Background: an optimization exercise with open tools, aiming at small area, a short achievable clock period and few clock cycles per item. Do not read the settings as production practice.
Function was checked by simulation only, so behaviour that the tests miss may differ from the original.
Power figures rest on the tool's default switching activity, not on a simulated workload.

job 9481:
// parallel_sort
module parallel_sort
(
    input  logic                                    clk,
    input  logic                                    rst,
    input  logic                                    in_valid,
    input  logic [16*8-1:0]      in_keys,
    output logic                                    out_valid,
    output logic [16*8-1:0]      out_keys,
    output logic [16*4-1:0]      out_index
);
==> flow/config.mk <==
export PLATFORM = sky130hd
export DESIGN_NAME = parallel_sort
export DESIGN_NICKNAME = parallel_sort
export VERILOG_FILES = /design/flow/design.v
export SDC_FILE = /design/flow/constraint.sdc
export NUM_CORES = 4
export LEC_CHECK = 0
export CAP_MARGIN = 20
export CORE_MARGIN = 2
export CORE_UTILIZATION = 30
export CTS_CLUSTER_DIAMETER = 90
export CTS_CLUSTER_SIZE = 25
export PLACE_DENSITY = 0.45
export SETUP_SLACK_MARGIN = 2.6
export SLEW_MARGIN = 20
==> flow/constraint.sdc <==
create_clock -name core_clock -period 5.0 [get_ports {clk}]
set_input_delay 1.0000 -clock core_clock [delete_from_list [all_inputs] [get_ports {clk}]]
set_output_delay 1.0000 -clock core_clock [all_outputs]
set_load 0.01 [all_outputs]
standard.sh (not shown) runs the stock make flow with config.mk's settings and CLKGATE_MAP_FILE= SYNTH_SCRIPT=/design/flow/synth_recipe.tcl, a recipe that flattens the netlist after the stock synthesis.
==> flow/flow/run.sh <==
#!/bin/bash
# The standard layout (standard.sh: the standard flow's synthesis, floorplan, placement,
# CTS, routing and finish), with two changes:
#  - the port buffers that placement inserts on every input and output are
#    plain buffers (buf_2) rather than the delay-buffer cell buffer_ports
#    picks by default, so the resizer can size them for speed;
#  - before the placement resizer, input port buffers and flip-flops with a
#    large fanout are given a stronger drive of the same cell
#    (flow/upsize_drivers.tcl).
# The make output goes to flow.log in this folder; ORFS writes each step's
# own log under orfs/logs/.
set -euo pipefail
export BUFFER_PORTS_ARGS="-buffer_cell sky130_fd_sc_hd__buf_2"
export PRE_RESIZE_TCL="$PWD/flow/upsize_drivers.tcl"
bash standard.sh finish > flow.log 2>&1
==> flow/flow/upsize_drivers.tcl <==
# Before the placement resizer runs, give stronger drive (same cell type,
# larger size) to two kinds of cells the resizer tends to leave small:
#  - input port buffers (named input* by buffer_ports) that fan out to many pins: 8 and up buf_8, 4 to 7 buf_4;
#  - flip-flops whose output drives many pins: 4 and up dfxtp_4, 2 to 3 dfxtp_2.
proc fanout_of {inst} {
  set q [get_pins -quiet -of_objects $inst -filter "direction == output"]
  if {[llength $q] == 0} { return 0 }
  set net [get_nets -quiet -of_objects $q]
  if {[llength $net] == 0} { return 0 }
  return [llength [get_pins -quiet -of_objects $net -filter "direction == input"]]
}
set nb 0
foreach inst [get_cells -quiet input*] {
  if {![string match "sky130_fd_sc_hd__buf_*" [get_property $inst ref_name]]} { continue }
  set fo [fanout_of $inst]
  if {$fo >= 8} {
    replace_cell $inst sky130_fd_sc_hd__buf_8
    incr nb
  } elseif {$fo >= 4} {
    replace_cell $inst sky130_fd_sc_hd__buf_4
    incr nb
  }
}
set n2 0
set n4 0
foreach inst [get_cells -quiet -filter "ref_name == sky130_fd_sc_hd__dfxtp_1"] {
  set fo [fanout_of $inst]
  if {$fo >= 4} {
    replace_cell $inst sky130_fd_sc_hd__dfxtp_4
    incr n4
  } elseif {$fo >= 2} {
    replace_cell $inst sky130_fd_sc_hd__dfxtp_2
    incr n2
  }
}
puts "upsize_drivers: $nb input buffers, $n4 to dfxtp_4, $n2 to dfxtp_2"
Testbench counts of job 9481, summed over its fixed seeds: cycles 8,032, sets 8,000.
Relative to job 9481, the following input files were edited for job 6353:
Settings: CTS_CLUSTER_SIZE: 25 -> unset; CTS_CLUSTER_DIAMETER: 90 -> unset.
==> flow/flow/run.sh <==
#!/bin/bash
# The standard layout (standard.sh: the standard flow's synthesis, floorplan, placement,
# CTS, routing and finish), with one change: the port buffers that placement
# inserts on every input and output are plain buffers (buf_2) rather than the
# delay-buffer cell buffer_ports picks by default, so the resizer can size them
# for speed. The make output goes to flow.log in this folder; ORFS writes each
# step's own log under orfs/logs/.
set -euo pipefail
export BUFFER_PORTS_ARGS="-buffer_cell sky130_fd_sc_hd__buf_2"
bash standard.sh finish > flow.log 2>&1
removed: flow/flow/upsize_drivers.tcl
## What came out
- In the tables for job 9481 and job 6353, switching share of total power reads higher with job 9481.
- Signed area change from the synthesized netlist to the final layout, job 9481 and job 6353: lower on job 9481
- The worst hold slack in job 6353 sits 0.0062 ns above the value recorded for job 9481.
## Diff of input files: job 2952 against job 6353
Settings: an added CTS_CLUSTER_SIZE of 25; an added CTS_CLUSTER_DIAMETER of 90.
==> flow/flow/run.sh <==
#!/bin/bash
# The standard layout (standard.sh: the standard flow's synthesis, floorplan, placement,
# CTS, routing and finish), with two changes:
#  - the port buffers that placement inserts on every input and output are
#    plain buffers (buf_2) rather than the delay-buffer cell buffer_ports
#    picks by default, so the resizer can size them for speed;
#  - before the placement resizer, flip-flops with a large fanout are given a
#    stronger drive of the same cell (flow/upsize_flops.tcl).
# The make output goes to flow.log in this folder; ORFS writes each step's
# own log under orfs/logs/.
set -euo pipefail
export BUFFER_PORTS_ARGS="-buffer_cell sky130_fd_sc_hd__buf_2"
export PRE_RESIZE_TCL="$PWD/flow/upsize_flops.tcl"
bash standard.sh finish > flow.log 2>&1
==> flow/flow/upsize_flops.tcl (new file) <==
# Before the placement resizer runs: flip-flops whose output drives many
# pins get a stronger drive (same cell type, larger size), since the
# resizer leaves register sizes alone. Fanout 4 and up: _4; 2 to 3: _2.
set n2 0
set n4 0
foreach inst [get_cells -quiet -filter "ref_name == sky130_fd_sc_hd__dfxtp_1"] {
  set q [get_pins -quiet -of_objects $inst -filter "direction == output"]
  if {[llength $q] == 0} { continue }
  set net [get_nets -quiet -of_objects $q]
  if {[llength $net] == 0} { continue }
  set fo [llength [get_pins -quiet -of_objects $net -filter "direction == input"]]
  if {$fo >= 4} {
    replace_cell $inst sky130_fd_sc_hd__dfxtp_4
    incr n4
  } elseif {$fo >= 2} {
    replace_cell $inst sky130_fd_sc_hd__dfxtp_2
    incr n2
  }
}
puts "upsize_flops: $n4 to dfxtp_4, $n2 to dfxtp_2"
==> comparison <==
Delta(global routing usage summed across all routing layers, job 2952 - job 6353) < 0. Diff job 6353..job 2952 | register bit total from synthesis | unchanged. Job 2952 vs job 6353 — largest incremental delay on the critical path dropped 0.53 ns. [compare] base=job 6353 new=job 2952: summed area of non-filler cells in the final layout moved down; initial DRC count has remained practically unchanged; final cell utilization of the core went down. The run with more setup slack is job 2952; job 6353 has less.

re-timing with driven ports:
No port has a modelled driver above. Below, the same layouts with a new extraction and two added sets of constraints. Step 1 (the two cells are an assumption about what drives the block):
set clk [get_ports {clk}]
set_driving_cell -lib_cell sky130_fd_sc_hd__clkbuf_16 $clk
set_driving_cell -lib_cell sky130_fd_sc_hd__buf_2 [delete_from_list [all_inputs] $clk]
Step 2 adds t to the input delays and takes it off the output delays; t is the mean of the earliest and latest rising clock arrival at the registers after step 1. Input paths then give back, and output paths get back, about the clock's delay inside the block. Three values: no drivers, after step 1, after step 2; two values: the first two.
| run | shift t [ns] | setup WS [ns] | worst setup path at the end |
|---|---|---|---|
| job 9481 | 0.817 | 2.452 / 2.452 / 1.662 | input to register |
| job 6353 | 0.869 | 2.045 / 2.045 / 1.715 | input to register |
| job 2952 | 0.823 | 2.487 / 2.550 / 1.733 | input to register |
After both steps every run listed still meets setup and hold. For job 9481, which loses most, drivers alone change the setup slack by 0.000 ns; drivers and shift together by -0.790 ns.
